This design comes from an exercise in tuning for small area on the open sky130 flow, not from production work.
The RTL was checked by simulation tests, not by an equivalence proof against the original design.
Power and IR drop assume default switching activity.

before:
## tpu_io_ctrl
module tpu_io_ctrl #(
  parameter int WORD_SIZE = 256,
  parameter int ROWS      = 32,
  localparam int ADDR_W   = (ROWS > 1) ? $clog2(ROWS) : 1
) (
  input  logic                 clk,
  input  logic                 rst,
  input  logic                 in_valid,
  input  logic [WORD_SIZE-1:0] gbuff_a,
  input  logic [WORD_SIZE-1:0] gbuff_b,
  input  logic [4:0]           m,
  input  logic [4:0]           n,
  input  logic [4:0]           k,
  output logic                 wr_en,
  output logic [ADDR_W-1:0]    wr_addr,
  output logic [WORD_SIZE-1:0] wr_data_a,
  output logic [WORD_SIZE-1:0] wr_data_b,
  output logic                 start,
  output logic [4:0]           m_o,
  output logic [4:0]           n_o,
  output logic [4:0]           k_o,
  input  logic                 done,
  output logic                 rd_en,
  output logic [ADDR_W-1:0]    rd_addr,
  input  logic [WORD_SIZE-1:0] rd_data,
  output logic                 out_valid,
  output logic [WORD_SIZE-1:0] gbuff_out,
  output logic                 busy,
  output logic                 proto_err
);
Size: ~1500 cells after synthesis, roughly 540 flip-flops.
Settings: LEC_CHECK=0, ABC_AREA=1, CAP_MARGIN=20, CORE_AREA=10 10 390 390, DIE_AREA=0 0 400 400, SLEW_MARGIN=20; clock period 5.0 ns.
standard.sh (not shown) runs the stock make flow with config.mk's settings and CLKGATE_MAP_FILE= SYNTH_SCRIPT=/design/flow/synth_recipe.tcl, a recipe that flattens the netlist after the stock synthesis.
==> flow/flow/run.sh <==
#!/bin/bash
# Layout flow: the standard ORFS flow (the standard.sh) with
#  - port buffers of the smallest buffer cell,
#  - each data input pin placed next to the output pin it feeds (io.tcl),
#  - a clock tree of small buffers without dummy loads.
export IO_CONSTRAINTS="$PWD/flow/io.tcl"
export BUFFER_PORTS_ARGS="-buffer_cell sky130_fd_sc_hd__buf_1"
export CTS_ARGS="-sink_clustering_enable -repair_clock_nets -dont_use_dummy_load -buf_list {sky130_fd_sc_hd__clkbuf_16} -sink_clustering_buffer sky130_fd_sc_hd__clkbuf_8 -sink_clustering_size 20 -sink_clustering_max_diameter 100"
export PLACE_PINS_ARGS="-min_distance 1 -min_distance_in_tracks"
bash standard.sh > standard.log 2>&1
==> flow/flow/io.tcl <==
# Keep the pins of each data bit together, so every bit's buffers and
# registers stay at the die edge next to its pins: gbuff_a, rd_data,
# wr_data_a and gbuff_out share one register per bit; gbuff_b feeds wr_data_b.
for {set i 0} {$i < 256} {incr i} {
  set_io_pin_constraint -group -order -pin_names [list "gbuff_a\[$i\]" "rd_data\[$i\]" "wr_data_a\[$i\]" "gbuff_out\[$i\]"]
  set_io_pin_constraint -group -order -pin_names [list "gbuff_b\[$i\]" "wr_data_b\[$i\]"]
}
Status(before) = ERROR, stage = I/O pin placement
[inputs] after vs before
- swapping 10 10 390 390 for 10 10 450 450 in CORE_AREA
- swapping 0 0 400 400 for 0 0 460 460 in DIE_AREA
--- a/flow/flow/run.sh
+++ b/flow/flow/run.sh
@@ -7,4 +7,4 @@
 export BUFFER_PORTS_ARGS="-buffer_cell sky130_fd_sc_hd__buf_1"
 export CTS_ARGS="-sink_clustering_enable -repair_clock_nets -dont_use_dummy_load -buf_list {sky130_fd_sc_hd__clkbuf_16} -sink_clustering_buffer sky130_fd_sc_hd__clkbuf_8 -sink_clustering_size 20 -sink_clustering_max_diameter 100"
-export PLACE_PINS_ARGS="-min_distance 1 -min_distance_in_tracks"
+
 bash standard.sh > standard.log 2>&1
==> flow/flow/io.tcl <==
# Keep each data input pin next to the output pin of the register it feeds,
# so every data bit's buffer-register-buffer chain stays at the die edge.
for {set i 0} {$i < 256} {incr i} {
  set_io_pin_constraint -group -order -pin_names [list "gbuff_a\[$i\]" "wr_data_a\[$i\]"]
  set_io_pin_constraint -group -order -pin_names [list "gbuff_b\[$i\]" "wr_data_b\[$i\]"]
  set_io_pin_constraint -group -order -pin_names [list "rd_data\[$i\]" "gbuff_out\[$i\]"]
}
Results
Starting utilization of the core area, after and before: larger value in before
Diff before -> after: die height higher; synthesized cell count roughly the same; width of the die higher.
after | status: complete | timing, DRC, antenna: pass

---

The RTL this note starts from:
==> flow/design.v <==
module tpu_io_ctrl #(
  parameter int WORD_SIZE = 256,
  parameter int ROWS      = 32,
  localparam int ADDR_W   = (ROWS > 1) ? $clog2(ROWS) : 1
) (
  input  logic                 clk,
  input  logic                 rst,
  input  logic                 in_valid,
  input  logic [WORD_SIZE-1:0] gbuff_a,
  input  logic [WORD_SIZE-1:0] gbuff_b,
  input  logic [4:0]           m,
  input  logic [4:0]           n,
  input  logic [4:0]           k,
  output logic                 wr_en,
  output logic [ADDR_W-1:0]    wr_addr,
  output logic [WORD_SIZE-1:0] wr_data_a,
  output logic [WORD_SIZE-1:0] wr_data_b,
  output logic                 start,
  output logic [4:0]           m_o,
  output logic [4:0]           n_o,
  output logic [4:0]           k_o,
  input  logic                 done,
  output logic                 rd_en,
  output logic [ADDR_W-1:0]    rd_addr,
  input  logic [WORD_SIZE-1:0] rd_data,
  output logic                 out_valid,
  output logic [WORD_SIZE-1:0] gbuff_out,
  output logic                 busy,
  output logic                 proto_err
);
  localparam logic [ADDR_W-1:0] LAST_ROW = ADDR_W'(ROWS - 1);
  logic                 load_q;       
  logic                 run_q;        
  logic                 rd_valid_q;   
  logic                 rd_idle_q;    
  logic                 out_idle_q;   
  logic [ADDR_W-1:0]    cnt_q;        
  logic [WORD_SIZE-1:0] shared_n_q;   
  logic read_ph;    
  logic accept;     
  logic last;       
  logic done_ok;    
  assign wr_addr = cnt_q;
  assign rd_addr = cnt_q;
  assign out_valid = ~out_idle_q;
  assign read_ph   = rd_en | out_valid;
  assign busy    = load_q | run_q | read_ph;
  assign accept  = in_valid & ~run_q & ~read_ph;
  assign last    = accept & load_q & (cnt_q == ADDR_W'(ROWS - 2));
  assign start   = run_q & (cnt_q == LAST_ROW);
  assign done_ok = done & run_q & ~start;
  assign wr_data_a = ~shared_n_q;
  assign gbuff_out = ~(shared_n_q | {WORD_SIZE{out_idle_q}});
  logic              cnt_keep;
  logic [ADDR_W:0]   cnt_cy;
  logic [ADDR_W-1:0] cnt_nxt;
  assign cnt_keep  = load_q | rd_en;
  assign cnt_cy[0] = in_valid | rd_en;
  for (genvar i = 0; i < ADDR_W; i++) begin : g_cnt
    assign cnt_nxt[i]  = cnt_keep & (cnt_q[i] ^ cnt_cy[i]);
    assign cnt_cy[i+1] = cnt_cy[i] & cnt_q[i];
  end
  always_ff @(posedge clk or posedge rst) begin
    if (rst) begin
      load_q    <= 1'b0;
      run_q     <= 1'b0;
      wr_en     <= 1'b0;
      rd_en     <= 1'b0;
      proto_err <= 1'b0;
    end else begin
      load_q    <= (load_q | accept) & ~last;
      run_q     <= last | (run_q & ~done_ok);
      wr_en     <= accept;
      rd_en     <= done_ok | (rd_en & (cnt_q != LAST_ROW));
      if ((done & ~run_q) | (in_valid & (run_q | read_ph))) proto_err <= 1'b1;
    end
  end
  always_ff @(posedge clk) begin
    shared_n_q <= ~((rd_data | {WORD_SIZE{rd_idle_q}}) & (gbuff_a | {WORD_SIZE{rd_valid_q}}));
    wr_data_b  <= gbuff_b;
    rd_valid_q <= rd_en;
    rd_idle_q  <= ~rd_en;
    out_idle_q <= ~rd_valid_q;
    cnt_q      <= cnt_nxt;
    if (!busy) begin
      m_o <= m;
      n_o <= n;
      k_o <= k;
    end
  end
endmodule
clock: 5.0 ns
lec_check: 0
cap_margin: 20
core_area: 10 10 450 450
die_area: 0 0 460 460
slew_margin: 20
==> flow/flow/run.sh <==
#!/bin/bash
# Layout flow: the standard ORFS flow (the standard.sh) with
#  - port buffers of the smallest buffer cell,
#  - each data input pin placed next to the output pin it feeds (io.tcl),
#  - a clock tree of small buffers without dummy loads.
export IO_CONSTRAINTS="$PWD/flow/io.tcl"
export BUFFER_PORTS_ARGS="-buffer_cell sky130_fd_sc_hd__buf_1"
export CTS_ARGS="-sink_clustering_enable -repair_clock_nets -dont_use_dummy_load -buf_list {sky130_fd_sc_hd__clkbuf_16} -sink_clustering_buffer sky130_fd_sc_hd__clkbuf_8 -sink_clustering_size 19 -sink_clustering_max_diameter 100"

bash standard.sh > standard.log 2>&1
Other scripts of this flow, unchanged in this note and not shown: flow/flow/io.tcl
The baseline completed with no timing, DRC or antenna violations.
Rerun with:
==> flow/flow/run.sh (replaced) <==
#!/bin/bash
# Layout flow: the standard ORFS flow (standard.sh, unchanged synthesis)
# with three changes to how the layout is made:
#  - io.tcl places every pin by hand, evenly around the die edge, with the
#    pins of each data bit next to each other (sourced at the end of
#    floorplan through IO_CONSTRAINTS; place_pins then leaves them alone);
#  - port buffers use the smallest buffer cell (buf_1);
#  - the clock tree uses clkbuf_8 leaf buffers for clusters of at most 20
#    flip-flops, clkbuf_16 above them, and no dummy loads.
# The full output of the ORFS run goes to standard.log; ORFS keeps each
# step's own log under orfs/logs.
export IO_CONSTRAINTS="$PWD/flow/io.tcl"
export BUFFER_PORTS_ARGS="-buffer_cell sky130_fd_sc_hd__buf_1"
export CTS_ARGS="-sink_clustering_enable -repair_clock_nets -dont_use_dummy_load -buf_list {sky130_fd_sc_hd__clkbuf_16} -sink_clustering_buffer sky130_fd_sc_hd__buf_6 -sink_clustering_size 15 -sink_clustering_max_diameter 100"
bash standard.sh > standard.log 2>&1
The changed run completed without violations.
Register-to-register slack hardly moves.
Power goes up by 0.59%.
Utilization hardly moves.
First-iteration DRC count fell by 0.73%.
Non-clock buffer count does not change.
Synthesized cell count does not change.
Rerun with:
--- a/flow/flow/run.sh
+++ b/flow/flow/run.sh
@@ -14 +14 @@
-export CTS_ARGS="-sink_clustering_enable -repair_clock_nets -dont_use_dummy_load -buf_list {sky130_fd_sc_hd__clkbuf_16} -sink_clustering_buffer sky130_fd_sc_hd__buf_6 -sink_clustering_size 15 -sink_clustering_max_diameter 100"
+export CTS_ARGS="-sink_clustering_enable -repair_clock_nets -dont_use_dummy_load -buf_list {sky130_fd_sc_hd__clkbuf_16} -sink_clustering_buffer sky130_fd_sc_hd__clkbuf_8 -sink_clustering_size 20 -sink_clustering_max_diameter 100"
--- a/flow/config.mk
+++ b/flow/config.mk
@@ -8,4 +8,4 @@
-export CAP_MARGIN = 20
-export CORE_AREA = 10 10 450 450
-export DIE_AREA = 0 0 460 460
-export SLEW_MARGIN = 20
+export CAP_MARGIN = 5
+export CORE_AREA = 10 10 490 490
+export DIE_AREA = 0 0 500 500
+export SLEW_MARGIN = 5
Effect: Setup slack got worse by 400 ps; non-clock buffer count came out higher by 2; first-iteration DRC count came out higher by 22%; global-route usage came out lower by 0.75 points; wire length came out lower by 0.80%; power came out lower by 1.4%; sequential share of layout area came out lower by 1.0 points; clock skew came out higher by 54 ps.

---

== build 92 ==
Starts from the design.v that is shown in full above.
export LEC_CHECK = 0
export CAP_MARGIN = 0
export CORE_AREA = 10 10 450 450
export DIE_AREA = 0 0 460 460
export SLEW_MARGIN = 0
create_clock -name core_clock -period 5.0 [get_ports {clk}]
==> flow/flow/run.sh <==
#!/bin/bash
# Layout flow: the standard ORFS flow (standard.sh, unchanged synthesis)
# with three changes to how the layout is made:
#  - io.tcl places every pin by hand, evenly around the die edge, with the
#    pins of each data bit next to each other (sourced at the end of
#    floorplan through IO_CONSTRAINTS; place_pins then leaves them alone);
#  - port buffers use the smallest buffer cell (buf_1);
#  - the clock tree uses clkbuf_8 leaf buffers for clusters of at most 20
#    flip-flops, clkbuf_16 above them, and no dummy loads.
# The full output of the ORFS run goes to standard.log; ORFS keeps each
# step's own log under orfs/logs.
export IO_CONSTRAINTS="$PWD/flow/io.tcl"
export BUFFER_PORTS_ARGS="-buffer_cell sky130_fd_sc_hd__buf_1"
export CTS_ARGS="-sink_clustering_enable -repair_clock_nets -dont_use_dummy_load -buf_list {sky130_fd_sc_hd__clkbuf_16} -sink_clustering_buffer sky130_fd_sc_hd__clkbuf_8 -sink_clustering_size 20 -sink_clustering_max_diameter 100"
bash standard.sh > standard.log 2>&1
Other scripts of this flow, unchanged in this note and not shown: flow/flow/io.tcl
Here is what was changed in the inputs of build 13 compared with build 92.
diff --git a/flow/config.mk b/flow/config.mk
--- a/flow/config.mk
+++ b/flow/config.mk
@@ -7,5 +7,5 @@
 export LEC_CHECK = 0
-export CAP_MARGIN = 0
+export CAP_MARGIN = 5
 export CORE_AREA = 10 10 450 450
 export DIE_AREA = 0 0 460 460
-export SLEW_MARGIN = 0
+export SLEW_MARGIN = 5
==> run notes <==
Diff build 92..build 13 | gate count of the mapped netlist | unchanged
Global-route usage came out exactly the same in build 92 and build 13.
From build 92 to build 13, number of buffer cells added on primary ports did not move at all.
Changes observed in build 13 relative to build 92: number of inverters outside the clock class in the layout level; worst setup slack level.
Relative to build 13, the following input files were edited for build 93:
diff --git a/flow/config.mk b/flow/config.mk
--- a/flow/config.mk
+++ b/flow/config.mk
@@ -8,4 +8,4 @@
 export CAP_MARGIN = 5
-export CORE_AREA = 10 10 450 450
-export DIE_AREA = 0 0 460 460
+export CORE_AREA = 10 10 410 410
+export DIE_AREA = 0 0 420 420
 export SLEW_MARGIN = 5
## What came out
Delta(final setup skew, build 93 - build 13) > 0. Comparing build 93 and build 13, fraction of the cycle the final worst path needs is lower on build 13. Build 93 vs build 13 — worst setup slack dropped 140 ps. Clock group share of total power: build 13 vs build 93 — no meaningful difference. Build 13 → build 93: quantity of I/O buffers inserted on ports flat, total routed wirelength up 4.2%, final-stage net count flat, power up 0.13 mW.
--- input diff build 93..build 81 ---
==> flow/flow/run.sh <==
#!/bin/bash
# Layout flow: the standard ORFS flow (the standard.sh) with
#  - port buffers of the smallest buffer cell,
#  - each data input pin placed next to the output pin it feeds (io.tcl),
#  - a clock tree of small buffers without dummy loads.
export IO_CONSTRAINTS="$PWD/flow/io.tcl"
export BUFFER_PORTS_ARGS="-buffer_cell sky130_fd_sc_hd__buf_1"
export CTS_ARGS="-sink_clustering_enable -repair_clock_nets -dont_use_dummy_load -buf_list {sky130_fd_sc_hd__clkbuf_16} -sink_clustering_buffer sky130_fd_sc_hd__clkbuf_8 -sink_clustering_size 20 -sink_clustering_max_diameter 100"

bash standard.sh > standard.log 2>&1
diff --git a/flow/config.mk b/flow/config.mk
--- a/flow/config.mk
+++ b/flow/config.mk
@@ -7,5 +7,5 @@
 export LEC_CHECK = 0
-export CAP_MARGIN = 5
-export CORE_AREA = 10 10 410 410
-export DIE_AREA = 0 0 420 420
-export SLEW_MARGIN = 5
+export CAP_MARGIN = 20
+export CORE_AREA = 10 10 450 450
+export DIE_AREA = 0 0 460 460
+export SLEW_MARGIN = 20
==> comparison <==
Build 81: non-clock buffer share of cell area 0.65 points below build 93
Diff build 93 -> build 81: die extent in x went up 9.5%, worst max-slew margin expressed relative to the limit climbed 6.6 points, die area went up by 20%, worst setup slack after placement rose by 160 ps, net switching power figure decreased by 1.9% relative to the old numbers.
In the metrics for build 93 and build 81, the one carrying the higher power density over the cells is build 93.

---

RTL: the design.v shown in full above, as it stands there.
==> flow/config.mk <==
export PLATFORM = sky130hd
export DESIGN_NAME = tpu_io_ctrl
export DESIGN_NICKNAME = tpu_io_ctrl
export VERILOG_FILES = /design/flow/design.v
export SDC_FILE = /design/flow/constraint.sdc
export NUM_CORES = 4
export LEC_CHECK = 0
export CAP_MARGIN = 20
export CORE_AREA = 10 10 450 450
export DIE_AREA = 0 0 460 460
export SLEW_MARGIN = 20
==> flow/constraint.sdc <==
create_clock -name core_clock -period 5.0 [get_ports {clk}]
set_input_delay 1.0000 -clock core_clock [delete_from_list [all_inputs] [get_ports {clk}]]
set_output_delay 1.0000 -clock core_clock [all_outputs]
set_load 0.01 [all_outputs]
==> flow/flow/run.sh <==
#!/bin/bash
# Layout flow: the standard ORFS flow (standard.sh, unchanged synthesis)
# with three changes to how the layout is made:
#  - io.tcl places every pin by hand, evenly around the die edge, with the
#    pins of each data bit next to each other (sourced at the end of
#    floorplan through IO_CONSTRAINTS; place_pins then leaves them alone);
#  - port buffers use the smallest buffer cell (buf_1);
#  - the clock tree uses clkbuf_8 leaf buffers for clusters of at most 20
#    flip-flops, clkbuf_16 above them, and no dummy loads.
# The full output of the ORFS run goes to standard.log; ORFS keeps each
# step's own log under orfs/logs.
export IO_CONSTRAINTS="$PWD/flow/io.tcl"
export BUFFER_PORTS_ARGS="-buffer_cell sky130_fd_sc_hd__buf_1"
export CTS_ARGS="-sink_clustering_enable -repair_clock_nets -dont_use_dummy_load -buf_list {sky130_fd_sc_hd__clkbuf_16} -sink_clustering_buffer sky130_fd_sc_hd__buf_12 -sink_clustering_size 28 -sink_clustering_max_diameter 100"
bash standard.sh > standard.log 2>&1
Other scripts of this flow, unchanged in this note and not shown: flow/flow/io.tcl
The baseline completed without violations.
==> next run, changes <==
--- a/flow/flow/run.sh
+++ b/flow/flow/run.sh
@@ -12,4 +12,4 @@
 export IO_CONSTRAINTS="$PWD/flow/io.tcl"
 export BUFFER_PORTS_ARGS="-buffer_cell sky130_fd_sc_hd__buf_1"
-export CTS_ARGS="-sink_clustering_enable -repair_clock_nets -dont_use_dummy_load -buf_list {sky130_fd_sc_hd__clkbuf_16} -sink_clustering_buffer sky130_fd_sc_hd__buf_12 -sink_clustering_size 28 -sink_clustering_max_diameter 100"
+export CTS_ARGS="-sink_clustering_enable -repair_clock_nets -dont_use_dummy_load -buf_list {sky130_fd_sc_hd__clkbuf_16} -sink_clustering_buffer sky130_fd_sc_hd__clkbuf_8 -sink_clustering_size 20 -sink_clustering_max_diameter 100"
 bash standard.sh > standard.log 2>&1
- PLACE_DENSITY: unset -> 0.85
=>
- first-iteration DRC count is higher by 0.98%
- cell area hardly moves
- clock skew is lower by 0.020 ns
- non-clock buffer count is lower by 1
- sequential share of layout area stays flat
- power is lower by 2.2%
- area after synthesis stays the same
- via count is higher by 2.1%

==> re-timing with driven ports <==
The flow's constraints put no driver on any port. The routed layouts listed below were extracted and timed again, unchanged, in two steps. Step 1, drivers: a clkbuf_16 drives clk and a buf_2 each remaining input, both assumed. Step 2, shift: input delay + t, output delay - t, t = (earliest + latest rising clock arrival at the registers) / 2. This alone moves slack from input paths to output paths. Three values: no drivers, after step 1, after step 2; two values: the first two.
run | t, ns | slack for setup (ns) | worst register clock-pin slew, ns
after | 0.650 | 1.806 / 1.729 / 2.379 | 0.12 / 0.12
the first run of note 2 | 0.632 | 1.729 / 1.673 / 2.305 | 0.12 / 0.12
the second run of note 2 | 0.619 | 1.755 / 1.698 / 2.317 | 0.11 / 0.11
the third run of note 2 | 0.664 | 1.353 / 1.293 / 1.957 | 0.12 / 0.12
build 92 | 0.668 | 1.596 / 1.539 / 2.207 | 0.12 / 0.12
build 13 | 0.668 | 1.596 / 1.539 / 2.207 | 0.12 / 0.12
build 93 | 0.654 | 1.453 / 1.399 / 2.053 | 0.12 / 0.12
build 81 | 0.667 | 1.706 / 1.650 / 2.317 | 0.12 / 0.12
the first run of note 4 | 0.662 | 1.708 / 1.652 / 2.314 | 0.11 / 0.11
the second run of note 4 | 0.656 | 1.689 / 1.633 / 2.289 | 0.12 / 0.12
After both steps setup and hold are still met in every run listed.
